This is an optimization exercise on Yosys and OpenROAD, whose aim is small area, a short achievable clock period and few clock cycles per item, not a production implementation.
No run shown here included a check of the RTL's function; only the layout flow was run.
No activity file was given, so power comes from the tool's default toggle rates.

--- flow/design.v ---
package box_pkg;
  localparam int PX_W         = 8;
  localparam int WIN          = 3;
  localparam int LINE_BUFS    = WIN + 1;                 
  localparam int MAX_LINE_LEN = 16;
  localparam int LINE_ADDR_W  = $clog2( MAX_LINE_LEN );
  localparam int BUF_IDX_W    = $clog2( LINE_BUFS );
  localparam int SUM_W        = PX_W + 4;                
  typedef logic [PX_W - 1 : 0] px_t;
  typedef struct packed {
    px_t  tdata;
    logic tvalid;
    logic tlast;                                         
    logic tuser;                                         
  } stream_word_t;
  typedef struct packed {
    px_t [WIN - 1 : 0][WIN - 1 : 0] px;
    logic                           tvalid;
    logic                           tlast;
    logic                           tuser;
  } window_t;
  typedef struct packed {
    logic [SUM_W - 1 : 0] tdata;
    logic                 tvalid;
    logic                 tlast;
    logic                 tuser;
  } sum_word_t;
endpackage
`timescale 1ns/1ps
module box_filter_top
(
  input  logic         clk_i,
  input  logic         rst_i,
  input  box_pkg::stream_word_t video_i,
  output logic         video_ready_o,
  output box_pkg::sum_word_t    sum_o,
  input  logic         sum_ready_i
);
localparam int PW = box_pkg::PX_W;
localparam int SW = box_pkg::SUM_W;
localparam int ML = box_pkg::MAX_LINE_LEN;
localparam int AW = box_pkg::LINE_ADDR_W;
localparam int VW = PW + 2;                              
logic                   adv;                             
logic                   acc;                             
logic [AW - 1 : 0]      n_col;
logic [1 : 0]           n_row;                           
logic [1 : 0]           row_in;
logic                   x_v;
logic [PW - 1 : 0]      x_px;
logic                   x_last;
logic                   x_win;                           
logic                   x_first;                         
logic [AW - 1 : 0]      x_col;
logic [PW - 1 : 0]      x_hi;
logic [PW - 1 : 0]      x_lo;
logic [VW - 1 : 0]      x_vsum;
logic [ML - 1 : 0][PW - 1 : 0] mem_hi;
logic [ML - 1 : 0][PW - 1 : 0] mem_lo;
logic [VW - 1 : 0]      va;
logic [VW - 1 : 0]      vb;
logic [VW : 0]          w;
logic                   s_v;
logic                   s_last;
logic                   s_user;
logic [SW - 1 : 0]      s_sum;
logic                   o_v;
logic [SW - 1 : 0]      o_sum;
logic                   o_last;
logic                   o_user;
logic                   k_v;
logic [SW - 1 : 0]      k_sum;
logic                   k_last;
logic                   k_user;
logic                   o_free;
assign adv           = !k_v;
assign video_ready_o = adv;
assign acc           = adv && video_i.tvalid;
assign row_in = video_i.tuser ? 2'd0 : n_row;
always_ff @( posedge clk_i, posedge rst_i )
  if( rst_i )
    begin
      n_col <= '0;
      n_row <= '0;
    end
  else
    if( acc )
      begin
        n_col <= video_i.tlast ? '0 : n_col + 1'b1;
        if( video_i.tlast )
          n_row <= ( row_in == 2'd3 ) ? 2'd3 : row_in + 1'b1;
        else
          n_row <= row_in;
      end
always_ff @( posedge clk_i, posedge rst_i )
  if( rst_i )
    x_v <= 1'b0;
  else
    if( adv )
      x_v <= video_i.tvalid;
always_ff @( posedge clk_i )
  if( adv )
    begin
      x_px    <= video_i.tdata;
      x_last  <= video_i.tlast;
      x_col   <= n_col;
      x_win   <= row_in[1] && ( n_col >= AW'( 2 ) );
      x_first <= ( row_in == 2'd2 ) && ( n_col == AW'( 2 ) );
      x_hi    <= mem_hi[n_col];
      x_lo    <= mem_lo[n_col];
    end
for( genvar i = 0; i < ML; i++ )
  begin : g_mem
    always_ff @( posedge clk_i )
      if( adv && x_v && ( x_col == AW'( i ) ) )
        begin
          mem_hi[i] <= x_px;
          mem_lo[i] <= mem_hi[i];
        end
  end
assign x_vsum = VW'( x_px ) + VW'( x_hi ) + VW'( x_lo );
always_ff @( posedge clk_i )
  if( adv && x_v )
    begin
      va <= x_vsum;
      vb <= va;
      w  <= ( VW + 1 )'( va ) + ( VW + 1 )'( vb );
    end
always_ff @( posedge clk_i, posedge rst_i )
  if( rst_i )
    s_v <= 1'b0;
  else
    if( adv )
      s_v <= x_v && x_win;
always_ff @( posedge clk_i )
  if( adv )
    begin
      s_last <= x_last;
      s_user <= x_first;
    end
assign s_sum = SW'( va ) + SW'( w );
assign o_free = !o_v || sum_ready_i;
always_ff @( posedge clk_i, posedge rst_i )
  if( rst_i )
    begin
      o_v <= 1'b0;
      k_v <= 1'b0;
    end
  else
    begin
      if( o_free )
        o_v <= k_v || s_v;
      k_v <= !o_free && ( k_v || s_v );
    end
always_ff @( posedge clk_i )
  begin
    if( o_free )
      begin
        o_sum  <= k_v ? k_sum  : s_sum;
        o_last <= k_v ? k_last : s_last;
        o_user <= k_v ? k_user : s_user;
      end
    if( adv )
      begin
        k_sum  <= s_sum;
        k_last <= s_last;
        k_user <= s_user;
      end
  end
assign sum_o = { o_sum, o_v, o_last, o_user };
endmodule
--- flow/run.sh ---
#!/bin/bash
# synth_recipe.tcl (not shown) runs the flow's synth.tcl, then flattens the netlist and writes it again
# the make line also repeats each setting of config.mk as NAME=value (left out here)
make -C /OpenROAD-flow-scripts/flow DESIGN_CONFIG=/design/flow/config.mk WORK_HOME=/design/flow/orfs CLKGATE_MAP_FILE= SYNTH_SCRIPT=/design/flow/synth_recipe.tcl finish
--- flow/config.mk ---
export PLATFORM = sky130hd
export DESIGN_NAME = box_filter_top
export DESIGN_NICKNAME = box_filter_top
export VERILOG_FILES = /design/flow/design.v
export SDC_FILE = /design/flow/constraint.sdc
export NUM_CORES = 4
export LEC_CHECK = 0
export CAP_MARGIN = 20
export CORE_MARGIN = 2
export CORE_UTILIZATION = 40
export SLEW_MARGIN = 20
--- flow/constraint.sdc ---
create_clock -name core_clock -period 4.0 [get_ports {clk_i}]
set_input_delay 0.8000 -clock core_clock [delete_from_list [all_inputs] [get_ports {clk_i}]]
set_output_delay 0.8000 -clock core_clock [all_outputs]
set_load 0.01 [all_outputs]
==> summary.md, run 1 <==
| Metric | Value |
|---|---|
| Final Hold Fails | 0 |
| Clk Latency, worst-skew pair | 0.54 ns |
| IO Pins | 30 |
| Unrepaired setup endpoints after global routing | no |
| Largest family of logic cells by synthesized area | multiplexers |
| GRT Util Overall | 14.7% |
| CTS Hold Bufs | 0 |
| Yosys reg bits | 358 |
| Period utilization | 71.2% |
| Commonest non-fill, non-tap cell in the layout | edfxtp_1 |
| Slowest CP cell | edfxtp_1 |
| Post-synthesis sequential area ratio | 73.5% |
| Post-Route WL | 27000 um |
| Critical path cell sequence | inv_1, fa_1, inv_1, ha_1, inv_1, fa_1, nor2b_1, o21ai_0, nand2b_1, a221oi_1, xnor2_1 |
| Max-slew violation count | 0 |
| Largest net degree at the start of global routing | 40 |
| Setup Buffers After CTS | 0 |
| Status | no timing/DRC/antenna violations |
| Clock power share | 31.6% |
| DP HPWL | 16900 um |
| Net Count, Synth | 773 |
| Post-synth top flop | edfxtp_1 |
| Worst Hold Depth | 0 |
| Setup TNS | 0 ns |
| # fillers | 2953 |
| Root Buffer | clkbuf_16 |
| Worst-Margin Slew | 0.965 ns |
| Post-synth EDFFs | 334 |
| Maximum vdd drop | 0.466 mV |
| CTS max path bufs | 3 |
| Reg power frac | 46.2% |
| Combinational share of power | 22.2% |
| Worst EP arrival | 3.12 ns |
| Vias in the first global route | 6839 |
| Crit path launch type | register |
| Site Rows | 69 |
| CP Capture Type | register |
| Critical Path RT | 4.27 ns |
| Initial Utilization | 40.5% |
| Grt ovf | 0 |
| Worst slew margin | 35.4% |
| Synth Area in Simple Gates | 3.18% |
| Hold crit path type | reg -> reg |
| Height of the chip | 194 um |
| Fmax achieved | 0.351 GHz |
| Mux cell area share after synthesis | 13.0% |
| Async SR Flop Fraction | 2.79% |
| Cts bufs inserted | 38 |
| Max FO, Critical Path | 17 |
| Antenna viol nets, final | 0 |
| Complex-gate fraction of the synthesized area | 3.46% |
| Max stage delay on crit path | 0.67 ns |
| Syn Area/Cell | 20.0 sq um |
| DRC | 0 |
| CTS tree | yes |
| Clk_skew | 0.0147 ns |
| Sequential cell area | 10600 sq um |
| Internal power | 7.74 mW |
| Die X | 194 um |
| Violation count after the first detailed-route iteration | 547 |
| XOR/XNOR share of the synthesized area | 0.976% |
| Antenna violations before repair | 0 |
| GPL Wtd Cong | 0.764 |
| Lkg Pwr | 5.53 nW |
| Final Hold Slack | 0.435 ns |
| Share of cells above drive strength 1 | 21.1% |
| Clock Pin Slew Worst Setup and Hold Paths | 0.06 ns |
| Synth cell types | 52 |
| First-pass GRT wire length | 41600 um |
| Area occupied by multi-input gates | 3560 sq um |
| Ys Warns | 1 |
| Core area | 35500 sq um |
| Tmin final | 2.85 ns |
| PwrDens | 638 nW/um^2 |
| TritonRoute pass-1 iters | 4 |
| Final nets | 843 |
| Gates resized, CTS repair | 0 |
| Vias post-DR | 6712 |
| Area grow syn2layout | 15.0% |
| Post-DR wirelength/cell | 21.1 um |
| Htree depth | 2 |
| CTS Sinks | 358 |
| CP dominant cell by count | inv_1 |
| Commonest cells after routing, fill and taps aside | 334 x edfxtp_1, 78 x mux4_2, 39 x clkbuf_16 |
| IO Port Bufs | 29 |
| Sw Ratio | 26.6% |
| Gate Count Post-Synth | 719 |
| Switching power | 2.81 mW |
| Cell Area, Synth | 14400 sq um |
| Max-cap violations | 0 |
| Via density | 5.24 |
| Final setup violation count | 0 |
| Worst setup path category | reg -> reg |
| Antenna Cells | 0 |
| Die ar. | 37400 sq um |
| Synth Area in Adders | 4.06% |
| R2R depth | 11 |
## stage by stage
step                std cells  worst slack [ns]  util, %  total power [mW]  instance area [sq um]
finish                   1280              1.15     46.6              10.5                  16500
global route             1280             0.996     46.6              11.1                  16500
CTS                      1280              1.19     46.6              10.7                  16500
detailed placement       1210              1.21     43.2              7.30                  15300
global placement         1210              1.25     43.2              7.25                  15300
floorplan                 719             0.360        -              6.67                  14400
## registers in the layout (all words and copies together), names as in the netlist, 2 cells and up
register,cells
k_sum,12
mem_hi,128
mem_lo,128
n_col,4
n_row,2
o_sum,12
va,10
vb,10
w,11
x_col,4
x_hi,8
x_lo,8
x_px,8
## final timing paths
check                      startpoint  endpoint  slack [ns]
setup / recovery              x_px[0]     va[7]        1.15
hold reg to reg                x_last    s_last        0.43
hold / removal                 x_last    s_last        0.43
setup reg to reg              x_px[0]     va[7]        1.15
min in group asynchronous       rst_i  n_row[0]        0.55
max in group asynchronous       rst_i  n_col[0]        3.14
## final cells by class
type | count | area share, %
clock inverter | 27 | 1.24
inverter | 23 | 0.522
multi-input combinational | 311 | 21.6
tap | 461 | 3.49
clock buffer | 43 | 6.00
sequential | 358 | 63.9
timing repair buffer | 57 | 3.26
## cells by family after synthesis
family                     count (synthesis)
adders and majority gates                 40
buffers and inverters                     50
xor gates and xnor gates                  16
and+or+nand+nor                           96
AOI/OAI and AO/OA                         74
muxes                                     85
DFF                                      358
## power groups by stage
stage                     Combinational [mW]  Clock, mW  Sequential (mW)
final                                   2.34       3.34             4.87
after global routing                    2.61       3.57             4.92
after CTS                               2.36       3.42             4.88
after detailed placement                2.34          0             4.95
after global placement                  2.31          0             4.94
after floorplan                         1.77          0             4.90
## routing by layer
| metal | global-route usage (%) | vias to the layer above | part of all wire [%] |
|---|---|---|---|
| li1 | - | 3062 | - |
| met1 | 20.8 | 3453 | 46 |
| met2 | 23.1 | 150 | 47 |
| met3 | 2.70 | 47 | 4.6 |
| met4 | 4.95 | 0 | 2.4 |
| met5 | 0 | - | 0 |
## critical path: cells and delay by family, from the launching register on
family	cells	cell delay, ns
buffers and inverters	3	0.27
XOR/XNOR	1	0.14
AND/OR/NAND/NOR	2	0.27
AO/OA/AOI/OAI	2	0.20
flip-flops	1	0.67
adder cells (fa/ha/maj)	3	1.02
## synthesized netlist by cell type (5+ instances only)
library cell | count | area share [%]
dfxtp_1 | 14 | 2.0
ha_1 | 29 | 2.5
nor2_1 | 32 | 0.84
a211oi_1 | 9 | 0.47
a21oi_1 | 11 | 0.38
a21o_1 | 7 | 0.37
dfrtp_1 | 10 | 1.7
o21ai_0 | 20 | 0.70
o21a_1 | 6 | 0.31
nor3_1 | 7 | 0.24
xor2_1 | 6 | 0.37
nand2b_1 | 8 | 0.35
mux4_2 | 78 | 12
inv_1 | 23 | 0.60
clkbuf_1 | 14 | 0.37
nand2_1 | 24 | 0.63
buf_2 | 5 | 0.17
edfxtp_1 | 334 | 70
fa_1 | 11 | 1.5
xnor2_1 | 10 | 0.61
==> run 2, diff against run 1 <==
--- a/flow/config.mk
+++ b/flow/config.mk
@@ -10,2 +10,4 @@
 export CORE_UTILIZATION = 40
+export CTS_BUF_LIST = sky130_fd_sc_hd__clkbuf_4 sky130_fd_sc_hd__clkbuf_8
+export CTS_CLUSTER_SIZE = 30
 export SLEW_MARGIN = 20
==> run 2 against run 1 <==
Largest power group unchanged. Core utilization is 0.20 points lower. Critical endpoint unchanged. Still clean on timing, DRC and antenna. Worst hold slack hardly changed. Combinational power barely moved. Synthesized cell count unchanged. Via count up 1.6%. First-iteration DRC count decreased by 8.4%.
==> summary.md, run 2 <==
| Metric | Value |
|---|---|
| Cell Area, Synth | 14400 sq um (unchanged) |
| Maximum vdd drop | 0.540 mV (was 0.466 mV) |
| CTS max path bufs | 3 (unchanged) |
| Switching power | 2.79 mW (was 2.81 mW) |
| Final nets | 860 (was 843) |
| GPL Wtd Cong | 0.764 (unchanged) |
| Async SR Flop Fraction | 2.79% (unchanged) |
| Max stage delay on crit path | 0.66 ns (was 0.67 ns) |
| DRC | 0 (unchanged) |
| Clock Pin Slew Worst Setup and Hold Paths | 0.07 ns (was 0.06 ns) |
| Worst EP arrival | 3.15 ns (was 3.12 ns) |
| Post-synth EDFFs | 334 (unchanged) |
| Gate Count Post-Synth | 719 (unchanged) |
| Stages on the worst setup path | 11 (unchanged) |
| Ys Warns | 1 (unchanged) |
| PwrDens | 625 nW/um^2 (was 638 nW/um^2) |
| TritonRoute pass-1 iters | 5 (was 4) |
| Period utilization | 70.2% (was 71.2%) |
| Sw Ratio | 27.1% (was 26.6%) |
| First-pass GRT wire length | 41700 um (was 41600 um) |
| CP Buf/Inv Count | 3 (unchanged) |
| Vias post-DR | 6822 (was 6712) |
| Setup WS pre-CTS | 1.21 ns (unchanged) |
| Commonest non-fill, non-tap cell in the layout | edfxtp_1 (unchanged) |
| Synth top area cells | edfxtp_1 70%, mux4_2 12%, ha_1 2.5% (unchanged) |
| Reg power frac | 47.4% (was 46.2%) |
| Hold crit path type | reg -> reg (unchanged) |
| Tmin final | 2.81 ns (was 2.85 ns) |
| IO Port Bufs | 29 (unchanged) |
| Setup Buffers After CTS | 0 (unchanged) |
| Internal power | 7.49 mW (was 7.74 mW) |
| IO Pins | 30 (unchanged) |
| Commonest cells after routing, fill and taps aside | 334 x edfxtp_1, 78 x mux4_2, 56 x clkbuf_8 (was 334 x edfxtp_1, 78 x mux4_2, 39 x clkbuf_16) |
| Root Buffer | clkbuf_8 (was clkbuf_16) |
| Site Rows | 69 (unchanged) |
| Share of cells above drive strength 1 | 23.9% (was 21.1%) |
| Most frequent cell after synthesis | edfxtp_1 (unchanged) |
| Gates resized, CTS repair | 0 (unchanged) |
| CP Capture Type | register (unchanged) |
| Initial Utilization | 40.5% (unchanged) |
| Largest registers | mem_hi x128, mem_lo x128 (unchanged) |
| Antenna viol nets, final | 0 (unchanged) |
| Clk_skew | 0.0143 ns (was 0.0147 ns) |
| Area occupied by multi-input gates | 3560 sq um (unchanged) |
| Clock power share | 29.9% (was 31.6%) |
| GRT Util Overall | 14.7% (about the same) |
| Critical path cell sequence | inv_1, fa_1, inv_1, ha_1, inv_1, fa_1, nor2b_1, o21ai_0, nand2b_1, a221oi_1, xnor2_1 (unchanged) |
| Post-synth top area share | 69.8% (unchanged) |
| Critical Path RT | 4.34 ns (was 4.27 ns) |
| Core area | 35500 sq um (unchanged) |
| Unrepaired setup endpoints after global routing | no (unchanged) |
| # fillers | 2979 (was 2953) |
| Die ar. | 37400 sq um (unchanged) |
| CTS Sinks | 358 (unchanged) |
| Htree depth | 2 (unchanged) |
| CTS Hold Bufs | 0 (unchanged) |
| Final worst slack | 1.19 ns (was 1.15 ns) |
| Post-synthesis sequential area ratio | 73.5% (unchanged) |
| Final setup violation count | 0 (unchanged) |
| Setup TNS | 0 ns (unchanged) |
| Max-cap violations | 0 (unchanged) |
| Synth cell types | 52 (unchanged) |
| Final Total Pwr | 10.3 mW (was 10.5 mW) |
| Worst setup path category | reg -> reg (unchanged) |
| Max FO, Critical Path | 17 (unchanged) |
| CP dominant cell by count | inv_1 (unchanged) |
| CTS tree | yes (unchanged) |
| Violation count after the first detailed-route iteration | 501 (was 547) |
| Area grow syn2layout | 14.5% (was 15.0%) |
| Antenna violations before repair | 0 (unchanged) |
| Net Count, Synth | 773 (unchanged) |
| Post-Route WL | 27100 um (was 27000 um) |
| Post-synth top flop | edfxtp_1 (unchanged) |
| Antenna Cells | 0 (unchanged) |
| Lkg Pwr | 5.53 nW (about the same) |
| Crit path launch type | register (unchanged) |
| Yosys reg bits | 358 (unchanged) |
| Height of the chip | 194 um (unchanged) |
| Sequential cell area | 10600 sq um (unchanged) |
| Syn Area/Cell | 20.0 sq um (unchanged) |
| Via density | 5.20 (was 5.24) |
| Die X | 194 um (unchanged) |
| Largest net degree at the start of global routing | 40 (unchanged) |
| Cts bufs inserted | 55 (was 38) |
| Worst-Margin Slew | 0.932 ns (was 0.965 ns) |
| Crit path max-delay family | adder cells (unchanged) |
| Fmax achieved | 0.356 GHz (was 0.351 GHz) |
| Worst Hold Depth | 0 (unchanged) |
| Post-DR wirelength/cell | 20.7 um (was 21.1 um) |
| Final Hold Fails | 0 (unchanged) |
| DP HPWL | 16900 um (unchanged) |
| Leading area contributor after synthesis | edfxtp_1 (unchanged) |
| Status | no timing/DRC/antenna violations (unchanged) |
| Commonest cells in the netlist | 334 x edfxtp_1, 78 x mux4_2, 32 x nor2_1, 29 x ha_1, 24 x nand2_1 (unchanged) |
| R2R depth | 11 (unchanged) |
| Worst slew margin | 37.6% (was 35.4%) |
| Max-slew violation count | 0 (unchanged) |
| Slowest CP cell | edfxtp_1 (unchanged) |
| Vias in the first global route | 6964 (was 6839) |
| Clk Latency, worst-skew pair | 0.59 ns (was 0.54 ns) |
| Grt ovf | 0 (unchanged) |
| Combinational share of power | 22.7% (was 22.2%) |
==> run 2: changes by cell type in the layout (fill, tap and decap cells not counted), sizes merged <==
| cell | before | now |
|---|---|---|
| bufinv | 2 | 4 |
| clkbuf | 43 | 67 |
| clkinv | 23 | 29 |
| clkinvlp | 1 | 2 |
==> run 2: power by group through the flow <==
stage,combinational [mW],sequential [mW],clock [mW]
final,2.33,4.87,3.08
after global routing,2.61,4.92,3.33
after CTS,2.36,4.88,3.16
after detailed placement,2.34,4.95,0
after global placement,2.31,4.94,0
after floorplan,1.77,4.90,0
==> run 2: worst paths after layout <==
path | from | endpoint | slack, ns
worst max-delay path | x_px[0] | va[7] | 1.19
min in group asynchronous | rst_i | n_row[0] | 0.48
worst max register to register | x_px[0] | va[7] | 1.19
max in group asynchronous | rst_i | n_col[0] | 3.21
worst min register to register | x_last | s_last | 0.43
worst min-delay path | x_last | s_last | 0.43
==> run 2: metrics by stage <==
stage	hold WS (ns)	utilization (%)	std cells	cell area, sq um
global placement	0.402	43.2	1210	15300
CTS	0.437	46.4	1313	16500
detailed placement	0.422	43.2	1210	15300
floorplan	0.400	-	719	14400
global route	0.442	46.4	1313	16500
finish	0.435	46.4	1313	16500
==> run 2: cell families after synthesis <==
group | Yosys count | synth area share (%)
compound gates | 74 | 3.46
xor+xnor | 16 | 0.975
fa+ha+maj | 40 | 4.06
buf+inv | 50 | 1.84
flops | 358 | 73.5
mux | 85 | 13.0
simple gates | 96 | 3.18
==> run 2: per-layer routing <==
| layer | wire (um) | up-vias | GRT usage [%] | part of all wire, % |
|---|---|---|---|---|
| li1 | - | 3099 | - | - |
| met1 | 12400 | 3510 | 20.8 | 46 |
| met2 | 12700 | 165 | 22.6 | 47 |
| met3 | 1360 | 48 | 2.91 | 5.0 |
| met4 | 739 | 0 | 5.40 | 2.7 |
| met5 | 0 | - | 0 | 0 |
==> run 2: layout make-up <==
cell class              count  share of cell area (%)
flip-flops and latches    358                    64.2
multi-input cells         311                    21.6
clock buffers              67                    5.19
inverters                  23                   0.525
repair buffers             57                    3.27
well taps                 461                    3.51
clock inverters            36                    1.64
==> run 3, diff against run 2 <==
--- a/flow/config.mk
+++ b/flow/config.mk
@@ -10,4 +10,4 @@
 export CORE_UTILIZATION = 40
-export CTS_BUF_LIST = sky130_fd_sc_hd__clkbuf_4 sky130_fd_sc_hd__clkbuf_8
-export CTS_CLUSTER_SIZE = 30
+export SETUP_SLACK_MARGIN = 2.2
 export SLEW_MARGIN = 20
+export TNS_END_PERCENT = 100
==> run 3 against run 2 <==
Maximum frequency rose by 15%. Wire length rose by 18%. Via count rose by 8.4%. Synthesized area did not move. Die area did not move. Clock power rose by 12%. Sequential share of layout area fell by 6.3 points. Clock-buffer cell count fell by 22. Critical path type unchanged.
==> summary.md, run 3 <==
| Metric | Value |
|---|---|
| Clk_skew | 0.0234 ns (was 0.0143 ns) |
| CTS max path bufs | 3 (unchanged) |
| CP Buf/Inv Count | 1 (was 3) |
| Post-Route WL | 31900 um (was 27100 um) |
| Worst hold path startpoint | x_first (was x_last) |
| Largest registers | mem_hi x128, mem_lo x128 (unchanged) |
| Busiest layer in global routing | met2 (unchanged) |
| CTS Sinks | 358 (unchanged) |
| Cell Area, Synth | 14400 sq um (unchanged) |
| Most frequent cell after synthesis | edfxtp_1 (unchanged) |
| Ys Warns | 1 (unchanged) |
| GRT Util Overall | 16.9% (was 14.7%) |
| Critical path cell sequence | fa_1, ha_2, inv_2, fa_2, nor2b_1, o21ai_1, nand2b_1, a221oi_2, xnor2_1 (was inv_1, fa_1, inv_1, ha_1, inv_1, fa_1, nor2b_1, o21ai_0, nand2b_1, a221oi_1, xnor2_1) |
| Sequential cell area | 10600 sq um (unchanged) |
| Root Buffer | clkbuf_16 (was clkbuf_8) |
| Maximum vdd drop | 0.506 mV (was 0.540 mV) |
| Commonest cells in the netlist | 334 x edfxtp_1, 78 x mux4_2, 32 x nor2_1, 29 x ha_1, 24 x nand2_1 (unchanged) |
| Post-synth EDFFs | 334 (unchanged) |
| Period utilization | 61.0% (was 70.2%) |
| Largest net degree at the start of global routing | 72 (was 40) |
| Grt met3 use | 3.35% (was 2.91%) |
| Cts bufs inserted | 38 (was 55) |
| Commonest non-fill, non-tap cell in the layout | edfxtp_1 (unchanged) |
| Max stage delay on crit path | 0.60 ns (was 0.66 ns) |
| Share of cells above drive strength 1 | 40.2% (was 23.9%) |
| # fillers | 2733 (was 2979) |
| Vias post-DR | 7397 (was 6822) |
| IO Port Bufs | 29 (unchanged) |
| Synth top area cells | edfxtp_1 70%, mux4_2 12%, ha_1 2.5% (unchanged) |
| Synth cell types | 52 (unchanged) |
| Final Total Pwr | 11.7 mW (was 10.3 mW) |
| Crit path max-delay family | adder cells (unchanged) |
| R2R depth | 9 (was 11) |
| Net Count, Synth | 773 (unchanged) |
| Worst-Margin Slew | 0.489 ns (was 0.932 ns) |
| Worst R2R Start | x_hi[1] (was x_px[0]) |
| WHS Endpoint | s_user (was s_last) |
| Terminus of the critical flop-to-flop path | va[7] (unchanged) |
| Critical Path RT | 4.27 ns (was 4.34 ns) |
| GPL Wtd Cong | 0.746 (was 0.764) |
| Via density | 5.41 (was 5.20) |
| Post-synth top flop | edfxtp_1 (unchanged) |
| Worst slew margin | 67.4% (was 37.6%) |
| DRC | 0 (unchanged) |
| Violation count after the first detailed-route iteration | 566 (was 501) |
| CTS tree | yes (unchanged) |
| Area occupied by multi-input gates | 4100 sq um (was 3560 sq um) |
| Status | no timing/DRC/antenna violations (unchanged) |
| Die X | 194 um (unchanged) |
| Final nets | 931 (was 860) |
| Final Instance Area | 18200 sq um (was 16500 sq um) |
| Htree depth | 2 (unchanged) |
| Grt ovf | 0 (unchanged) |
| Met1 Usage GRT | 22.1% (was 20.8%) |
| Stages on the worst setup path | 9 (was 11) |
| Met2 Usage GRT | 28.3% (was 22.6%) |
| Die ar. | 37400 sq um (unchanged) |
| Tmin final | 2.44 ns (was 2.81 ns) |
| Leading area contributor after synthesis | edfxtp_1 (unchanged) |
| Max FO, Critical Path | 3 (was 17) |
| Antenna violations before repair | 0 (unchanged) |
| IO Pins | 30 (unchanged) |
| CP Capture Type | register (unchanged) |
| Fmax achieved | 0.410 GHz (was 0.356 GHz) |
| Clock Pin Slew Worst Setup and Hold Paths | 0.06 ns (was 0.07 ns) |
| Yosys reg bits | 358 (unchanged) |
| Lkg Pwr | 6.20 nW (was 5.53 nW) |
| Max-slew violation count | 0 (unchanged) |
| Core area | 35500 sq um (unchanged) |
| Async SR Flop Fraction | 2.79% (unchanged) |
| Post-DR wirelength/cell | 23.3 um (was 20.7 um) |
| Area grow syn2layout | 26.9% (was 14.5%) |
| Worst setup path category | reg -> reg (unchanged) |
| Final setup violation count | 0 (unchanged) |
| Commonest cells after routing, fill and taps aside | 334 x edfxtp_1, 80 x mux4_2, 62 x buf_4 (was 334 x edfxtp_1, 78 x mux4_2, 56 x clkbuf_8) |
| Site Rows | 69 (unchanged) |
| TritonRoute pass-1 iters | 4 (was 5) |
| Initial Utilization | 40.5% (unchanged) |
| DP HPWL | 16900 um (about the same) |
| Syn Area/Cell | 20.0 sq um (unchanged) |
| Unrepaired setup endpoints after global routing | yes (was no) |
| Final Hold Fails | 0 (unchanged) |
| Worst Hold Depth | 0 (unchanged) |
| Crit path launch type | register (unchanged) |
| Post-synthesis sequential area ratio | 73.5% (unchanged) |
| PwrDens | 639 nW/um^2 (was 625 nW/um^2) |
| First-pass GRT wire length | 47500 um (was 41700 um) |
| Final core utilization | 51.4% (was 46.4%) |
| Antenna Cells | 0 (unchanged) |
| Max-cap violations | 0 (unchanged) |
| Vias in the first global route | 7772 (was 6964) |
| Setup TNS | 0 ns (unchanged) |
| Slowest CP cell | fa_1 (was edfxtp_1) |
| Worst EP arrival | 2.72 ns (was 3.15 ns) |
| Post-synth top area share | 69.8% (unchanged) |
| Gate Count Post-Synth | 719 (unchanged) |
| Clk Latency, worst-skew pair | 0.54 ns (was 0.59 ns) |
| Hold crit path type | reg -> reg (unchanged) |
| Height of the chip | 194 um (unchanged) |
| Antenna viol nets, final | 0 (unchanged) |
| R2R Setup Slk | 1.56 ns (was 1.19 ns) |
| Placement Cell Area | 15400 sq um (was 15300 sq um) |
run 3: cell counts after synthesis:
Identical to the previous run, type by type.
run 3: cell type report:
type                            instances  share of cell area, %
Multi-Input combinational cell        311                   22.5
Clock buffer                           45                   5.53
Tap cell                              461                   3.16
Timing Repair Buffer                  145                   9.17
Clock inverter                         24                   1.17
Inverter                               23                  0.542
Sequential cell                       358                   57.9
run 3: how the worst max path moves through the flow:
stage            start  slack, ns           to
2_1_floorplan      k_v       1.49  mem_hi[120]
3_3_place_gp   x_px[0]       1.38        va[7]
3_5_place_dp   x_px[0]       1.27        va[7]
4_1_cts        x_hi[1]       1.61        va[7]
5_1_grt        x_hi[1]       1.48        va[7]
6_report       x_hi[1]       1.56        va[7]
run 3: what timing repair did:
action	4_1_cts	5_1_grt
resized for setup	130	43
setup buffers	72	22
setup endpoints to repair	317	127
pin swaps	42	25
hold endpoints to repair	0	0
cloned	9	2
hold buffers	0	0
run 3: cells by family (layout without fill, tap and decap cells):
family	Yosys count	after routing	synth area share, %
simple gates	96	96	3.18
buf+inv	50	237	1.84
mux	85	85	13.0
compound gates	74	74	3.46
xor+xnor	16	16	0.975
flops	358	358	73.5
fa+ha+maj	40	40	4.06
run 3: per-stage QoR:
step / hold WS [ns] / instances / setup slack [ns]
finish: 0.428 / 1367 / 1.56
global route: 0.435 / 1367 / 1.48
CTS: 0.429 / 1343 / 1.61
detailed placement: 0.412 / 1193 / 1.27
global placement: 0.403 / 1193 / 1.38
floorplan: 0.400 / 719 / 1.49
run 3: routing by layer:
layer  vias up  wire length (um)
met4         0              1010
met5         -                 0
met1      3898             13300
li1       3243                 -
met3        66              1590
met2       190             15900
run 3: power by group:
group	switching, mW	total [mW]	internal [mW]
clock network	1.43	3.44	2.01
registers	0.207	4.87	4.66
logic	1.62	3.35	1.73
==> run 4, diff against run 3 <==
--- a/flow/config.mk
+++ b/flow/config.mk
@@ -7,2 +7,3 @@
 export LEC_CHECK = 0
+export ABC_CLOCK_PERIOD_IN_PS = 1500
 export CAP_MARGIN = 20
@@ -10,2 +11,3 @@
 export CORE_UTILIZATION = 40
+export CTS_BUF_LIST = sky130_fd_sc_hd__clkbuf_8
 export SETUP_SLACK_MARGIN = 2.2
==> run 4 against run 3 <==
Critical endpoint unchanged. Synthesized area stayed put. Final cell count is 2.4% higher. First-iteration DRC count shrank 4.6%. Synthesized cell count stayed put. Sequential share of layout area hardly changed. Cell area about the same. Still clean on timing, DRC and antenna. Total power decreased by 4.7%. Wire length grew 3.6%.
==> summary.md, run 4 <==
| Metric | Value |
|---|---|
| Post-synth EDFFs | 334 (unchanged) |
| Status | no timing/DRC/antenna violations (unchanged) |
| Post-synth top area share | 69.8% (unchanged) |
| Grt ovf | 0 (unchanged) |
| Synth Area in Simple Gates | 3.18% (unchanged) |
| Complex-gate fraction of the synthesized area | 3.46% (unchanged) |
| Terminus of the critical flop-to-flop path | va[7] (unchanged) |
| Area grow syn2layout | 27.0% (was 26.9%) |
| Die X | 194 um (unchanged) |
| Die ar. | 37400 sq um (unchanged) |
| IO Pins | 30 (unchanged) |
| Largest registers | mem_hi x128, mem_lo x128 (unchanged) |
| Lkg Pwr | 6.25 nW (was 6.20 nW) |
| DRC | 0 (unchanged) |
| Final Total Pwr | 11.1 mW (was 11.7 mW) |
| Antenna viol nets, final | 0 (unchanged) |
| Final core utilization | 51.4% (about the same) |
| Crit path launch type | register (unchanged) |
| Syn Area/Cell | 20.0 sq um (unchanged) |
| Vias post-DR | 7470 (was 7397) |
| Core area | 35500 sq um (unchanged) |
| Async SR Flop Fraction | 2.79% (unchanged) |
| Violation count after the first detailed-route iteration | 540 (was 566) |
| Clock Pin Slew Worst Setup and Hold Paths | 0.06 ns (about the same) |
| Cts bufs inserted | 55 (was 38) |
| Unrepaired setup endpoints after global routing | yes (unchanged) |
| Gate Count Post-Synth | 719 (unchanged) |
| Max-cap violations | 0 (unchanged) |
| Synth Area in Adders | 4.06% (unchanged) |
| First-pass GRT wire length | 47600 um (was 47500 um) |
| Cell Area, Synth | 14400 sq um (unchanged) |
| PwrDens | 609 nW/um^2 (was 639 nW/um^2) |
| Mux cell area share after synthesis | 13.0% (unchanged) |
| Worst EP arrival | 2.79 ns (was 2.72 ns) |
| Max-slew violation count | 0 (unchanged) |
| CTS tree | yes (unchanged) |
| Height of the chip | 194 um (unchanged) |
| Yosys reg bits | 358 (unchanged) |
| Area occupied by multi-input gates | 4100 sq um (about the same) |
| Root Buffer | clkbuf_8 (was clkbuf_16) |
| CTS max path bufs | 3 (unchanged) |
| Worst slew margin | 49.6% (was 67.4%) |
| Final Hold Fails | 0 (unchanged) |
| Final Hold Slack | 0.424 ns (was 0.428 ns) |
| Hold crit path type | reg -> reg (unchanged) |
| Post-synth top flop | edfxtp_1 (unchanged) |
| Largest family of logic cells by synthesized area | multiplexers (unchanged) |
| Worst hold path startpoint | x_first (unchanged) |
| DP HPWL | 16900 um (unchanged) |
| Worst R2R Start | x_px[3] (was x_hi[1]) |
| Clk_skew | 0.0446 ns (was 0.0234 ns) |
| Synth top area cells | edfxtp_1 70%, mux4_2 12%, ha_1 2.5% (unchanged) |
| Setup TNS | 0 ns (unchanged) |
| GPL Wtd Cong | 0.746 (unchanged) |
| Final nets | 951 (was 931) |
| Max FO, Critical Path | 4 (was 3) |
| TritonRoute pass-1 iters | 5 (was 4) |
| Ys Warns | 1 (unchanged) |
| Period utilization | 61.4% (was 61.0%) |
| IO Port Bufs | 29 (unchanged) |
| Post-DR wirelength/cell | 23.6 um (was 23.3 um) |
| Clk Latency, worst-skew pair | 0.62 ns (was 0.54 ns) |
| Site Rows | 69 (unchanged) |
| Leading area contributor after synthesis | edfxtp_1 (unchanged) |
| Via density | 5.34 (was 5.41) |
| Final setup violation count | 0 (unchanged) |
| R2R Setup Slk | 1.54 ns (was 1.56 ns) |
| Maximum vdd drop | 0.457 mV (was 0.506 mV) |
| Tmin final | 2.46 ns (was 2.44 ns) |
| Commonest non-fill, non-tap cell in the layout | edfxtp_1 (unchanged) |
| R2R depth | 7 (was 9) |
| Worst-Margin Slew | 0.757 ns (was 0.489 ns) |
| Htree depth | 2 (unchanged) |
| Worst setup path category | reg -> reg (unchanged) |
| Fmax achieved | 0.407 GHz (was 0.410 GHz) |
| Antenna violations before repair | 0 (unchanged) |
| Synth cell types | 52 (unchanged) |
| GRT Util Overall | 16.9% (about the same) |
| Vias in the first global route | 7804 (was 7772) |
| Share of cells above drive strength 1 | 39.7% (was 40.2%) |
| Largest net degree at the start of global routing | 72 (unchanged) |
| Initial Utilization | 40.5% (unchanged) |
| CP Capture Type | register (unchanged) |
| Post-Route WL | 33000 um (was 31900 um) |
| WHS Endpoint | s_user (unchanged) |
| Net Count, Synth | 773 (unchanged) |
| # fillers | 2751 (was 2733) |
| CTS Sinks | 358 (unchanged) |
| Critical Path RT | 4.33 ns (was 4.27 ns) |
| Antenna Cells | 0 (unchanged) |
| Worst Hold Depth | 0 (unchanged) |
| Commonest cells in the netlist | 334 x edfxtp_1, 78 x mux4_2, 32 x nor2_1, 29 x ha_1, 24 x nand2_1 (unchanged) |
| Sequential cell area | 10600 sq um (unchanged) |
| Most frequent cell after synthesis | edfxtp_1 (unchanged) |
| Commonest cells after routing, fill and taps aside | 334 x edfxtp_1, 80 x mux4_2, 59 x clkbuf_8 (was 334 x edfxtp_1, 80 x mux4_2, 62 x buf_4) |
| Post-synthesis sequential area ratio | 73.5% (unchanged) |
| XOR/XNOR share of the synthesized area | 0.976% (unchanged) |
==> run 4: cell counts after synthesis <==
Identical to the previous run, type by type.
==> run 4: metrics by stage <==
step / cells / area (sq um) / setup slack, ns
CTS: 1369 / 17700 / 1.62
finish: 1400 / 18200 / 1.54
global placement: 1193 / 15400 / 1.38
global route: 1400 / 18200 / 1.47
floorplan: 719 / 14700 / 1.49
detailed placement: 1193 / 15400 / 1.27
==> run 4: cell type report <==
| class | instances | area share [%] |
|---|---|---|
| Clock buffer | 59 | 4.45 |
| Clock inverter | 40 | 1.15 |
| Inverter | 23 | 0.528 |
| Multi-Input combinational cell | 311 | 22.5 |
| Sequential cell | 358 | 57.9 |
| Tap cell | 461 | 3.16 |
| Timing Repair Buffer | 148 | 10.3 |
==> run 4: metal layers <==
metal,up-vias,share of wire [%],track usage (%)
met2,223,50,28.1
met5,-,0,0
met1,3911,42,22.3
met4,0,2.5,6.02
li1,3284,-,-
met3,52,5.1,3.38
==> run 4: critical path, stage by stage (launching register included) <==
cell and delay, ns:
edfxtp_1 0.45, fa_1 0.49, ha_1 0.36, nor2b_1 0.16
o21ai_1 0.11, nand2b_1 0.12, a221oi_2 0.33, xnor2_1 0.16
==> run 4: how the worst max path moves through the flow <==
stage,startpoint,end,slack (ns),cells after the start
after global placement,x_px[0],va[7],1.38,11
after floorplan,k_v,mem_hi[120],1.49,6
after detailed placement,x_px[0],va[7],1.27,11
final,x_px[3],va[7],1.54,7
after global routing,x_lo[1],va[7],1.47,9
after CTS,x_px[1],va[7],1.62,9
==> run 4: cell families (layout without fill, tap and decap cells) <==
family          count (synthesis)  in the layout
flops                         358            358
simple gates                   96             96
mux                            85             85
compound gates                 74             74
buf+inv                        50            270
fa+ha+maj                      40             40
xor+xnor                       16             16
==> run 4: repair_timing <==
item / 4_1_cts / 5_1_grt
endpoints found under the setup margin: 317 / 241
hold buffers: 0 / 0
setup buffers: 67 / 26
resized for setup: 123 / 58
pin swaps: 37 / 29
cloned: 10 / 5
==> run 4: power breakdown <==
| group | total (mW) | internal, mW | leakage, nW | switching, mW |
|---|---|---|---|---|
| combinational | 3.42 | 1.77 | 2.29 | 1.65 |
| clock | 2.82 | 1.43 | 0.586 | 1.39 |
| sequential | 4.87 | 4.66 | 3.37 | 0.212 |
| total | 11.1 | 7.86 | 6.25 | 3.25 |
==> run 5, diff against run 4 <==
--- a/flow/config.mk
+++ b/flow/config.mk
@@ -7,3 +7,2 @@
 export LEC_CHECK = 0
-export ABC_CLOCK_PERIOD_IN_PS = 1500
 export CAP_MARGIN = 20
@@ -11,5 +10,3 @@
 export CORE_UTILIZATION = 40
-export CTS_BUF_LIST = sky130_fd_sc_hd__clkbuf_8
-export SETUP_SLACK_MARGIN = 2.2
+export SETUP_SLACK_MARGIN = 1.7
 export SLEW_MARGIN = 20
-export TNS_END_PERCENT = 100
==> run 5 against run 4 <==
Sequential power about the same. Worst hold slack got worse by 0.0052 ns. Critical path type unchanged. Clock skew decreased by 0.027 ns. Global-route usage decreased by 1.0 points. Synthesized cell count unchanged.
==> summary.md, run 5 <==
| Metric | Value |
|---|---|
| First-pass GRT wire length | 45000 um (was 47600 um) |
| Cts bufs inserted | 39 (was 55) |
| Via density | 5.45 (was 5.34) |
| Maximum vdd drop | 0.369 mV (was 0.457 mV) |
| Post-synth top area share | 69.8% (unchanged) |
| Synth cell types | 52 (unchanged) |
| Cell Area, Synth | 14400 sq um (unchanged) |
| Final Hold Fails | 0 (unchanged) |
| Stages on the worst setup path | 10 (was 7) |
| PwrDens | 649 nW/um^2 (was 609 nW/um^2) |
| Syn Area/Cell | 20.0 sq um (unchanged) |
| Max-cap violations | 0 (unchanged) |
| Setup TNS | 0 ns (unchanged) |
| Fin cells | 1304 (was 1400) |
| Largest net degree at the start of global routing | 72 (unchanged) |
| Largest registers | mem_hi x128, mem_lo x128 (unchanged) |
| CP Buf/Inv Count | 2 (was 0) |
| Sw Ratio | 28.2% (was 29.2%) |
| Antenna viol nets, final | 0 (unchanged) |
| Slowest CP cell | edfxtp_1 (was fa_1) |
| Ys Warns | 1 (unchanged) |
| Post-synthesis sequential area ratio | 73.5% (unchanged) |
| GPL Wtd Cong | 0.788 (was 0.746) |
| Post-synth EDFFs | 334 (unchanged) |
| Async SR Flop Fraction | 2.79% (unchanged) |
| Worst R2R Start | x_px[1] (was x_px[3]) |
| CTS Hold Bufs | 0 (unchanged) |
| Gate Count Post-Synth | 719 (unchanged) |
| IO Port Bufs | 29 (unchanged) |
| Antenna Cells | 0 (unchanged) |
| Unrepaired setup endpoints after global routing | yes (unchanged) |
| DRC | 0 (unchanged) |
| Crit path launch type | register (unchanged) |
| Reg power frac | 44.1% (was 43.9%) |
| Status | no timing/DRC/antenna violations (unchanged) |
| Commonest cells in the netlist | 334 x edfxtp_1, 78 x mux4_2, 32 x nor2_1, 29 x ha_1, 24 x nand2_1 (unchanged) |
| Die ar. | 37400 sq um (unchanged) |
| Clk Latency, worst-skew pair | 0.54 ns (was 0.62 ns) |
| Site Rows | 69 (unchanged) |
| R2R depth | 10 (was 7) |
| Net Count, Synth | 773 (unchanged) |
| Post-DR wirelength/cell | 22.7 um (was 23.6 um) |
| CTS Sinks | 358 (unchanged) |
| Synth top area cells | edfxtp_1 70%, mux4_2 12%, ha_1 2.5% (unchanged) |
| Hold crit path type | reg -> reg (unchanged) |
| Switching power | 3.12 mW (was 3.25 mW) |
| Combinational share of power | 26.2% (was 30.8%) |
| Critical Path Sink | va[9] (was va[7]) |
| Commonest non-fill, non-tap cell in the layout | edfxtp_1 (unchanged) |
| Vias post-DR | 7103 (was 7470) |
| Internal power | 7.93 mW (was 7.86 mW) |
| R2R Setup Slk | 1.58 ns (was 1.54 ns) |
| Worst hold path startpoint | x_first (unchanged) |
| Worst EP arrival | 2.69 ns (was 2.79 ns) |
| Area grow syn2layout | 18.5% (was 27.0%) |
| Critical path cell sequence | fa_1, ha_2, inv_2, fa_2, nor2b_1, o21ai_1, nand2b_1, buf_6, a211oi_2, o22ai_2 (was fa_1, ha_1, nor2b_1, o21ai_1, nand2b_1, a221oi_2, xnor2_1) |
| Clock Pin Slew Worst Setup and Hold Paths | 0.06 ns (about the same) |
| GRT Util Overall | 15.9% (was 16.9%) |
| Violation count after the first detailed-route iteration | 546 (was 540) |
| Height of the chip | 194 um (unchanged) |
| Yosys reg bits | 358 (unchanged) |
| Leading area contributor after synthesis | edfxtp_1 (unchanged) |
| Die X | 194 um (unchanged) |
| Max stage delay on crit path | 0.49 ns (about the same) |
| CP startpoint | x_px[1] (was x_px[3]) |
| DP HPWL | 17400 um (was 16900 um) |
| Critical Path RT | 4.27 ns (was 4.33 ns) |
| Clock power share | 29.6% (was 25.3%) |
| Core area | 35500 sq um (unchanged) |
| Fmax achieved | 0.413 GHz (was 0.407 GHz) |
| Grt ovf | 0 (unchanged) |
| Final setup violation count | 0 (unchanged) |
| Antenna violations before repair | 1 (was 0) |
| CP Capture Type | register (unchanged) |
| CTS tree | yes (unchanged) |
| Lkg Pwr | 5.64 nW (was 6.25 nW) |
| Share of cells above drive strength 1 | 29.8% (was 39.7%) |
| Crit path max-delay family | adder cells (unchanged) |
| TritonRoute pass-1 iters | 4 (was 5) |
| Max FO, Critical Path | 3 (was 4) |
| Htree depth | 2 (unchanged) |
| CTS max path bufs | 3 (unchanged) |
| Worst slew margin | 31.6% (was 49.6%) |
| Cells after DPL | 1201 (was 1193) |
| Most frequent cell after synthesis | edfxtp_1 (unchanged) |
| Vias in the first global route | 7399 (was 7804) |
| Period utilization | 60.5% (was 61.4%) |
| Post-Route WL | 29600 um (was 33000 um) |
| Initial Utilization | 40.5% (unchanged) |
| Max-slew violation count | 0 (unchanged) |
| Post-synth top flop | edfxtp_1 (unchanged) |
| Worst setup path category | reg -> reg (unchanged) |
| IO Pins | 30 (unchanged) |
| Tmin final | 2.42 ns (was 2.46 ns) |
| Worst-Margin Slew | 1.02 ns (was 0.757 ns) |
| Root Buffer | clkbuf_16 (was clkbuf_8) |
| Worst Hold Depth | 0 (unchanged) |
| Terminus of the critical flop-to-flop path | va[9] (was va[7]) |
| Clk_skew | 0.0171 ns (was 0.0446 ns) |
| Final nets | 868 (was 951) |
| Commonest cells after routing, fill and taps aside | 334 x edfxtp_1, 78 x mux4_2, 42 x buf_4 (was 334 x edfxtp_1, 80 x mux4_2, 59 x clkbuf_8) |
[run 5: cell counts after synthesis]
No cell type changed its count.
[run 5: power groups by stage]
stage | registers [mW] | clock network (mW) | logic [mW]
global placement | 4.96 | 0 | 2.32
finish | 4.87 | 3.27 | 2.90
detailed placement | 4.97 | 0 | 2.43
floorplan | 4.90 | 0 | 1.80
CTS | 4.88 | 3.36 | 2.66
global route | 4.92 | 3.51 | 3.17
[run 5: cells by family after synthesis]
| family | count (synthesis) | share of synthesized area [%] |
|---|---|---|
| compound gates | 74 | 3.46 |
| fa+ha+maj | 40 | 4.06 |
| buf+inv | 50 | 1.84 |
| flops | 358 | 73.5 |
| mux | 85 | 13.0 |
| simple gates | 96 | 3.18 |
| xor+xnor | 16 | 0.975 |
[run 5: per-layer routing]
layer	GRT usage (%)	wire length (um)	up-vias
met3	3.17	1640	65
met1	20.8	12300	3731
met4	5.77	991	0
met2	26.4	14700	200
met5	0	0	-
li1	-	-	3107
[run 5: area by class of cell]
| type | instances | area (sq um) |
|---|---|---|
| clock buffers | 44 | 1020 |
| flip-flops and latches | 358 | 10600 |
| inverters | 23 | 93.8 |
| clock inverters | 26 | 154 |
| repair buffers | 81 | 773 |
| well taps | 461 | 577 |
| fillers | 2907 | 18500 |
| multi-input cells | 311 | 3840 |
[run 5: per-stage QoR]
step | total power, mW | setup WS (ns) | hold slack, ns | utilization [%] | area, sq um
2_1_floorplan | 6.70 | 1.49 | 0.400 | - | 14500
3_3_place_gp | 7.28 | 1.35 | 0.403 | 43.3 | 15400
3_5_place_dp | 7.40 | 1.31 | 0.407 | 43.3 | 15400
4_1_cts | 10.9 | 1.59 | 0.423 | 47.3 | 16800
5_1_grt | 11.6 | 1.47 | 0.426 | 48.0 | 17000
6_report | 11.0 | 1.58 | 0.419 | 48.0 | 17000
[run 5: worst min-delay path by stage]
stage and end:
6_report s_user, 5_1_grt s_user, 4_1_cts s_user, 3_5_place_dp s_last
3_3_place_gp s_last, 2_1_floorplan s_last
[run 5: what timing repair did]
item | CTS | global route
endpoints found under the setup margin | 128 | 42
setup buffers | 21 | 12
pin swaps | 8 | 25
resized for setup | 23 | 21
==> run 6, diff against run 5 <==
--- a/flow/config.mk
+++ b/flow/config.mk
@@ -10,3 +10,3 @@
 export CORE_UTILIZATION = 40
-export SETUP_SLACK_MARGIN = 1.7
+export SETUP_SLACK_MARGIN = 1.4
 export SLEW_MARGIN = 20
==> run 6 against run 5 <==
Still clean. Clock skew up 0.0011 ns. Synthesized area unchanged. Sequential power barely moved. Worst hold slack got worse by 0.0014 ns. Via count fell by 3.1%. Clock power about the same. First-iteration DRC count increased by 2.4%. Largest power group unchanged.
==> summary.md, run 6 <==
| Metric | Value |
|---|---|
| Status | no timing/DRC/antenna violations (unchanged) |
| Violation count after the first detailed-route iteration | 559 (was 546) |
| Net Count, Synth | 773 (unchanged) |
| First-pass GRT wire length | 44000 um (was 45000 um) |
| Height of the chip | 194 um (unchanged) |
| Antenna viol nets, final | 0 (unchanged) |
| Site Rows | 69 (unchanged) |
| Share of cells above drive strength 1 | 24.5% (was 29.8%) |
| Unrepaired setup endpoints after global routing | yes (unchanged) |
| Commonest non-fill, non-tap cell in the layout | edfxtp_1 (unchanged) |
| Tmin final | 2.52 ns (was 2.42 ns) |
| Post-DR wirelength/cell | 21.9 um (was 22.7 um) |
| Slowest CP cell | clkdlybuf4s50_1 (was edfxtp_1) |
| Final Instance Area | 16700 sq um (was 17000 sq um) |
| Grt ovf | 0 (unchanged) |
| Setup WS pre-CTS | 1.20 ns (was 1.31 ns) |
| Htree depth | 2 (unchanged) |
| CTS tree | yes (unchanged) |
| Fin cells | 1295 (was 1304) |
| Crit path launch type | register (unchanged) |
| Post-synthesis sequential area ratio | 73.5% (unchanged) |
| Post-synth top flop | edfxtp_1 (unchanged) |
| Root Buffer | clkbuf_16 (unchanged) |
| Ys Warns | 1 (unchanged) |
| Combinational share of power | 23.1% (was 26.2%) |
| Commonest cells in the netlist | 334 x edfxtp_1, 78 x mux4_2, 32 x nor2_1, 29 x ha_1, 24 x nand2_1 (unchanged) |
| Post-synth top area share | 69.8% (unchanged) |
| Antenna Cells | 0 (unchanged) |
| TritonRoute pass-1 iters | 5 (was 4) |
| Max FO, Critical Path | 3 (unchanged) |
| Worst EP arrival | 1.72 ns (was 2.69 ns) |
| Gate Count Post-Synth | 719 (unchanged) |
| Clk_skew | 0.0182 ns (was 0.0171 ns) |
| Final setup violation count | 0 (unchanged) |
| Final Hold Slack | 0.418 ns (was 0.419 ns) |
| CTS Sinks | 358 (unchanged) |
| Via density | 5.31 (was 5.45) |
| Setup TNS | 0 ns (unchanged) |
| Max-cap violations | 0 (unchanged) |
| Synth top area cells | edfxtp_1 70%, mux4_2 12%, ha_1 2.5% (unchanged) |
| Worst setup path category | reg -> out (was reg -> reg) |
| DP HPWL | 18000 um (was 17400 um) |
| Die ar. | 37400 sq um (unchanged) |
| PwrDens | 636 nW/um^2 (was 649 nW/um^2) |
| Antenna violations before repair | 0 (was 1) |
| # fillers | 2954 (was 2907) |
| Area occupied by multi-input gates | 3640 sq um (was 3840 sq um) |
| Fmax achieved | 0.397 GHz (was 0.413 GHz) |
| Clock Pin Slew Worst Setup and Hold Paths | 0.06 ns (about the same) |
| Leading area contributor after synthesis | edfxtp_1 (unchanged) |
| Final Hold Fails | 0 (unchanged) |
| Reg power frac | 45.9% (was 44.1%) |
| Core area | 35500 sq um (unchanged) |
| Final nets | 859 (was 868) |
| Worst slew margin | 31.3% (was 31.6%) |
| Sw Ratio | 27.4% (was 28.2%) |
| Maximum vdd drop | 0.587 mV (was 0.369 mV) |
| Lkg Pwr | 5.58 nW (was 5.64 nW) |
| Cell Area, Synth | 14400 sq um (unchanged) |
| Period utilization | 63.0% (was 60.5%) |
| GRT Util Overall | 15.5% (was 15.9%) |
| Max stage delay on crit path | 0.58 ns (was 0.49 ns) |
| Clock power share | 30.9% (was 29.6%) |
| Async SR Flop Fraction | 2.79% (unchanged) |
| Initial Utilization | 40.5% (unchanged) |
| Sequential cell area | 10600 sq um (about the same) |
| Area grow syn2layout | 16.2% (was 18.5%) |
| IO Pins | 30 (unchanged) |
| Critical path cell sequence | clkinvlp_4, clkdlybuf4s50_1 (was fa_1, ha_2, inv_2, fa_2, nor2b_1, o21ai_1, nand2b_1, buf_6, a211oi_2, o22ai_2) |
| Syn Area/Cell | 20.0 sq um (unchanged) |
| DRC | 0 (unchanged) |
| IO Port Bufs | 29 (unchanged) |
| Post-synth EDFFs | 334 (unchanged) |
| Vias in the first global route | 7406 (was 7399) |
| Cts bufs inserted | 38 (was 39) |
| Post-Route WL | 28400 um (was 29600 um) |
| Commonest cells after routing, fill and taps aside | 334 x edfxtp_1, 78 x mux4_2, 41 x buf_4 (was 334 x edfxtp_1, 78 x mux4_2, 42 x buf_4) |
| R2R depth | 7 (was 10) |
| Most frequent cell after synthesis | edfxtp_1 (unchanged) |
| CTS Hold Bufs | 0 (unchanged) |
| Clk Latency, worst-skew pair | 0.55 ns (was 0.54 ns) |
| Internal power | 7.70 mW (was 7.93 mW) |
| GPL Wtd Cong | 0.777 (was 0.788) |
| Switching power | 2.91 mW (was 3.12 mW) |
| Worst Hold Depth | 0 (unchanged) |
| Final core utilization | 47.0% (was 48.0%) |
| Cells after DPL | 1211 (was 1201) |
| Largest registers | mem_hi x128, mem_lo x128 (unchanged) |
| Critical Path RT | 3.20 ns (was 4.27 ns) |
| Synth cell types | 52 (unchanged) |
| Hold crit path type | reg -> reg (unchanged) |
| Final Total Pwr | 10.6 mW (was 11.0 mW) |
| Vias post-DR | 6881 (was 7103) |
| Final worst slack | 1.48 ns (was 1.58 ns) |
| CP Capture Type | primary output (was register) |
| CTS max path bufs | 3 (unchanged) |
| Die X | 194 um (unchanged) |
| Max-slew violation count | 0 (unchanged) |
| Worst-Margin Slew | 1.03 ns (was 1.02 ns) |
| Yosys reg bits | 358 (unchanged) |
| Largest net degree at the start of global routing | 41 (was 72) |
| Placement Cell Area | 15400 sq um (about the same) |
-- run 6: final timing paths --
| kind | end | start | slack, ns |
|---|---|---|---|
| worst max-delay path | video_ready_o | k_v | 1.48 |
| worst min-delay path | s_last | x_last | 0.42 |
| worst max register to register | va[7] | x_px[3] | 1.50 |
| worst min register to register | s_last | x_last | 0.42 |
| max in group asynchronous | n_col[1] | rst_i | 3.14 |
| min in group asynchronous | n_col[0] | rst_i | 0.55 |
-- run 6: layout make-up --
type | count | share of cell area [%]
clock buffers | 44 | 5.89
clock inverters | 25 | 1.10
inverters | 23 | 0.562
multi-input cells | 311 | 21.8
flip-flops and latches | 358 | 63.3
well taps | 461 | 3.46
repair buffers | 72 | 3.82
repair inverters | 1 | 0.0300
-- run 6: cell families (layout without fill, tap and decap cells) --
logic type                 Yosys count  in the layout  share of synthesized area (%)
buffers and inverters               50            165                           1.84
and+or+nand+nor                     96             96                           3.18
AOI/OAI and AO/OA                   74             74                           3.46
DFF                                358            358                           73.5
xor gates and xnor gates            16             16                          0.975
adders and majority gates           40             40                           4.06
muxes                               85             85                           13.0
-- run 6: timing repair --
item	in CTS	in global routing
setup buffers	7	7
hold endpoints to repair	0	0
setup endpoints to repair	15	10
resized for setup	2	8
gates cloned	1	0
-- run 6: routing by layer --
layer / track usage, % / share of wire (%)
met5: 0 / 0
met1: 20.9 / 41
met3: 2.89 / 7.2
met2: 25.9 / 50
met4: 4.55 / 2.0
-- run 6: power by group through the flow --
stage,combinational (mW),sequential (mW),clock (mW)
5_1_grt,2.74,4.92,3.53
6_report,2.46,4.87,3.28
3_3_place_gp,2.28,4.96,0
2_1_floorplan,1.77,4.90,0
4_1_cts,2.41,4.89,3.37
3_5_place_dp,2.37,4.97,0
-- run 6: worst max-delay path, delay by kind of cell (launching register included) --
family,cells,cell delay (ns)
DFF,1,0.46
buffers and inverters,2,0.72
==> run 7, diff against run 6 <==
--- a/flow/design.v
+++ b/flow/design.v
@@ -43,7 +43,9 @@
 localparam int VW = PW + 2;                              
-logic                   adv;                             
+logic                   rdy;                             
 logic                   acc;                             
-logic [AW - 1 : 0]      n_col;
+logic [ML - 1 : 0]      n_oh;                            
+logic [AW - 1 : 0]      n_col;                           
 logic [1 : 0]           n_row;                           
 logic [1 : 0]           row_in;
+logic                   col_ge2;
 logic                   x_v;
@@ -54,4 +56,5 @@
 logic [AW - 1 : 0]      x_col;
-logic [PW - 1 : 0]      x_hi;
-logic [PW - 1 : 0]      x_lo;
+logic [PW : 0]          x_hl;
+logic [PW - 1 : 0]      rd_hi;
+logic [PW - 1 : 0]      rd_lo;
 logic [VW - 1 : 0]      x_vsum;
@@ -75,6 +78,6 @@
 logic                   o_free;
-assign adv           = !k_v;
-assign video_ready_o = adv;
-assign acc           = adv && video_i.tvalid;
-assign row_in = video_i.tuser ? 2'd0 : n_row;
+assign video_ready_o = rdy;
+assign acc           = rdy && video_i.tvalid;
+assign row_in  = video_i.tuser ? 2'd0 : n_row;
+assign col_ge2 = !( n_oh[0] || n_oh[1] );
 always_ff @( posedge clk_i, posedge rst_i )
@@ -82,2 +85,3 @@
     begin
+      n_oh  <= ML'( 1 );
       n_col <= '0;
@@ -88,2 +92,3 @@
       begin
+        n_oh  <= video_i.tlast ? ML'( 1 ) : { n_oh[ML - 2 : 0], 1'b0 };
         n_col <= video_i.tlast ? '0 : n_col + 1'b1;
@@ -94,2 +99,12 @@
       end
+always_comb
+  begin
+    rd_hi = '0;
+    rd_lo = '0;
+    for( int i = 0; i < ML; i++ )
+      begin
+        rd_hi = rd_hi | ( mem_hi[i] & {PW{n_oh[i]}} );
+        rd_lo = rd_lo | ( mem_lo[i] & {PW{n_oh[i]}} );
+      end
+  end
 always_ff @( posedge clk_i, posedge rst_i )
@@ -98,6 +113,6 @@
   else
-    if( adv )
+    if( rdy )
       x_v <= video_i.tvalid;
 always_ff @( posedge clk_i )
-  if( adv )
+  if( rdy )
     begin
@@ -106,6 +121,5 @@
       x_col   <= n_col;
-      x_win   <= row_in[1] && ( n_col >= AW'( 2 ) );
-      x_first <= ( row_in == 2'd2 ) && ( n_col == AW'( 2 ) );
-      x_hi    <= mem_hi[n_col];
-      x_lo    <= mem_lo[n_col];
+      x_win   <= row_in[1] && col_ge2;
+      x_first <= ( row_in == 2'd2 ) && n_oh[2];
+      x_hl    <= ( PW + 1 )'( rd_hi ) + ( PW + 1 )'( rd_lo );
     end
@@ -114,3 +128,3 @@
     always_ff @( posedge clk_i )
-      if( adv && x_v && ( x_col == AW'( i ) ) )
+      if( rdy && x_v && ( x_col == AW'( i ) ) )
         begin
@@ -120,5 +134,5 @@
   end
-assign x_vsum = VW'( x_px ) + VW'( x_hi ) + VW'( x_lo );
+assign x_vsum = VW'( x_px ) + VW'( x_hl );
 always_ff @( posedge clk_i )
-  if( adv && x_v )
+  if( rdy && x_v )
     begin
@@ -132,6 +146,6 @@
   else
-    if( adv )
+    if( rdy )
       s_v <= x_v && x_win;
 always_ff @( posedge clk_i )
-  if( adv )
+  if( rdy )
     begin
@@ -147,2 +161,3 @@
       k_v <= 1'b0;
+      rdy <= 1'b1;
     end
@@ -153,2 +168,3 @@
       k_v <= !o_free && ( k_v || s_v );
+      rdy <= o_free || !( k_v || s_v );
     end
@@ -162,3 +178,3 @@
       end
-    if( adv )
+    if( rdy )
       begin
--- a/flow/config.mk
+++ b/flow/config.mk
@@ -10,3 +10,4 @@
 export CORE_UTILIZATION = 40
-export SETUP_SLACK_MARGIN = 1.4
+export SETUP_SLACK_MARGIN = 2.3
 export SLEW_MARGIN = 20
+export TNS_END_PERCENT = 100
==> run 7 against run 6 <==
Maximum frequency fell by 8.8%. Synthesized cell count rose by 25%. Largest power group unchanged. Critical endpoint is now x_hl[8]. Still clean on timing, DRC and antenna. Flip-flop and latch count rose by 10.
==> summary.md, run 7 <==
| Metric | Value |
|---|---|
| Cells after DPL | 1366 (was 1211) |
| Die X | 195 um (was 194 um) |
| GPL Wtd Cong | 0.832 (was 0.777) |
| CTS Hold Bufs | 0 (unchanged) |
| Final nets | 1138 (was 859) |
| Largest registers | mem_hi x128, mem_lo x128, n_oh x16 (was mem_hi x128, mem_lo x128) |
| Crit path launch type | register (unchanged) |
| CP Buf/Inv Count | 2 (unchanged) |
| Clk Latency, worst-skew pair | 0.53 ns (was 0.55 ns) |
| Root Buffer | clkbuf_16 (unchanged) |
| Worst setup path category | reg -> reg (was reg -> out) |
| Max stage delay on crit path | 0.53 ns (was 0.58 ns) |
| Synth top area cells | edfxtp_1 70%, dfrtp_1 4.3%, a221oi_1 3.4% (was edfxtp_1 70%, mux4_2 12%, ha_1 2.5%) |
| Clock power share | 31.0% (was 30.9%) |
| Cts bufs inserted | 40 (was 38) |
| Commonest cells in the netlist | 341 x edfxtp_1, 57 x a221oi_1, 57 x a22o_1, 40 x nand2_1 (was 334 x edfxtp_1, 78 x mux4_2, 32 x nor2_1, 29 x ha_1, 24 x nand2_1) |
| Post-synth EDFFs | 341 (was 334) |
| Site Rows | 70 (was 69) |
| Post-synthesis sequential area ratio | 74.7% (was 73.5%) |
| CTS max path bufs | 3 (unchanged) |
| Post-synth top flop | edfxtp_1 (unchanged) |
| Worst Hold Depth | 0 (unchanged) |
| Violation count after the first detailed-route iteration | 1015 (was 559) |
| Largest net degree at the start of global routing | 40 (was 41) |
| Fmax achieved | 0.362 GHz (was 0.397 GHz) |
| R2R depth | 12 (was 7) |
| Antenna violations before repair | 0 (unchanged) |
| R2R Setup Slk | 1.24 ns (was 1.50 ns) |
| Clock Pin Slew Worst Setup and Hold Paths | 0.06 ns (about the same) |
| CTS tree | yes (unchanged) |
| Sw Ratio | 27.0% (was 27.4%) |
| Leading area contributor after synthesis | edfxtp_1 (unchanged) |
| Status | no timing/DRC/antenna violations (unchanged) |
| Most frequent cell after synthesis | edfxtp_1 (unchanged) |
| Worst slew margin | 36.1% (was 31.3%) |
| Placement Cell Area | 15800 sq um (was 15400 sq um) |
| Antenna Cells | 0 (unchanged) |
| IO Port Bufs | 29 (unchanged) |
| CP Capture Type | register (was primary output) |
| Maximum vdd drop | 0.278 mV (was 0.587 mV) |
| Tmin final | 2.76 ns (was 2.52 ns) |
| Post-Route WL | 39700 um (was 28400 um) |
| Worst-Margin Slew | 0.959 ns (was 1.03 ns) |
| WHS Endpoint | s_user (was s_last) |
| Unrepaired setup endpoints after global routing | yes (unchanged) |
| Internal power | 8.82 mW (was 7.70 mW) |
| Clk_skew | 0.0263 ns (was 0.0182 ns) |
| Fin cells | 1581 (was 1295) |
| PwrDens | 619 nW/um^2 (was 636 nW/um^2) |
| Net Count, Synth | 955 (was 773) |
| First-pass GRT wire length | 54600 um (was 44000 um) |
| Commonest cells after routing, fill and taps aside | 341 x edfxtp_1, 87 x buf_4, 56 x a22o_1 (was 334 x edfxtp_1, 78 x mux4_2, 41 x buf_4) |
| Ys Warns | 1 (unchanged) |
| Reg power frac | 41.8% (was 45.9%) |
| Gate Count Post-Synth | 900 (was 719) |
| Grt ovf | 0 (unchanged) |
| Period utilization | 69.1% (was 63.0%) |
| TritonRoute pass-1 iters | 7 (was 5) |
| Antenna viol nets, final | 0 (unchanged) |
| Die ar. | 38100 sq um (was 37400 sq um) |
| DRC | 0 (unchanged) |
| Max-cap violations | 0 (unchanged) |
| Post-DR wirelength/cell | 25.1 um (was 21.9 um) |
| Worst hold path startpoint | x_first (was x_last) |
| Post-synth top area share | 70.0% (was 69.8%) |
| Max FO, Critical Path | 5 (was 3) |
| Sequential cell area | 11000 sq um (was 10600 sq um) |
| # fillers | 2730 (was 2954) |
| DP HPWL | 21000 um (was 18000 um) |
| Slowest CP cell | dfrtp_4 (was clkdlybuf4s50_1) |
| Critical path cell sequence | buf_6, a22o_1, a221oi_2, nand4_1, ha_2, inv_2, fa_2, nor2b_2, o21ai_2, a21boi_2, o31a_1, o22a_1 (was clkinvlp_4, clkdlybuf4s50_1) |
run 7: worst reg2reg max path, cell delays in order, from the launching register on:
cell and delay, ns:
dfrtp_4 0.53, buf_6 0.14, a22o_1 0.22, a221oi_2 0.22
nand4_1 0.16, ha_2 0.23, inv_2 0.06, fa_2 0.22
nor2b_2 0.05, o21ai_2 0.18, a21boi_2 0.10, o31a_1 0.26
o22a_1 0.16
run 7: final cells by class:
| cell class | count | share of cell area [%] |
|---|---|---|
| clock buffer | 52 | 5.84 |
| inverter | 30 | 0.596 |
| sequential | 368 | 56.2 |
| timing repair buffer | 184 | 10.5 |
| clock inverter | 20 | 1.12 |
| multi-input combinational | 459 | 22.7 |
| tap | 468 | 3.00 |
run 7: power groups by stage:
stage | clock network [mW] | logic [mW] | registers, mW
floorplan | 0 | 1.87 | 5.07
global placement | 0 | 2.38 | 5.13
finish | 3.75 | 3.28 | 5.05
detailed placement | 0 | 2.41 | 5.14
global route | 3.95 | 3.57 | 5.08
CTS | 3.80 | 2.87 | 5.04
run 7: per-stage QoR:
stage / hold slack, ns / worst slack (ns) / power, mW
finish: 0.421 / 1.24 / 12.1
global route: 0.438 / 1.16 / 12.6
CTS: 0.421 / 1.38 / 11.7
detailed placement: 0.406 / 0.961 / 7.56
global placement: 0.403 / 1.01 / 7.51
floorplan: 0.400 / 1.40 / 6.95
run 7: how the worst max path moves through the flow:
stage          slack, ns  cells past startpoint           to     from
6_report            1.24                     12      x_hl[8]  n_oh[5]
5_1_grt             1.16                     12      x_hl[8]  n_oh[5]
4_1_cts             1.38                      9      x_hl[5]  n_oh[6]
3_5_place_dp        0.96                     10      x_hl[8]  n_oh[6]
3_3_place_gp        1.01                     10      x_hl[8]  n_oh[6]
2_1_floorplan       1.40                      4  mem_hi[112]      rdy
run 7: routing by layer:
metal | global-route usage, % | share of wire, %
met1 | 25.1 | 39
met2 | 31.4 | 48
met3 | 3.80 | 8.2
met4 | 9.75 | 4.3
met5 | 0 | 0
run 7: cell families after synthesis:
kind of cell	share of synthesized area (%)
AOI/OAI and AO/OA	11.8
and+or+nand+nor	5.50
xor gates and xnor gates	1.38
buffers and inverters	1.95
muxes	0.993
adders and majority gates	3.71
DFF	74.7
run 7: repair_timing:
item	CTS	global route
gates resized for setup	206	57
endpoints found under the setup margin	378	338
setup buffers	94	38
pin swaps	52	51
cloned	5	6

[static timing again, ports no longer ideal]
The flow's constraints put no driver on any port. The routed layouts listed below were extracted and timed again, unchanged, in two steps. Step 1, drivers: a clkbuf_16 drives clk_i and a buf_2 each remaining input, both assumed. Step 2, shift: input delay + t, output delay - t, t = (earliest + latest rising clock arrival at the registers) / 2. This alone moves slack from input paths to output paths. Slacks: ideal / step 1 / step 2; pairs: ideal / step 1.
run	t, ns	slack for setup (ns)
run 1	0.578	1.153 / 1.153 / 1.153
run 2	0.631	1.192 / 1.192 / 1.192
run 3	0.581	1.559 / 1.559 / 1.559
run 4	0.638	1.543 / 1.543 / 1.543
run 5	0.577	1.579 / 1.579 / 1.579
run 6	0.589	1.481 / 1.432 / 1.500
run 7	0.566	1.237 / 1.237 / 1.237
After both steps every run listed still meets setup and hold.
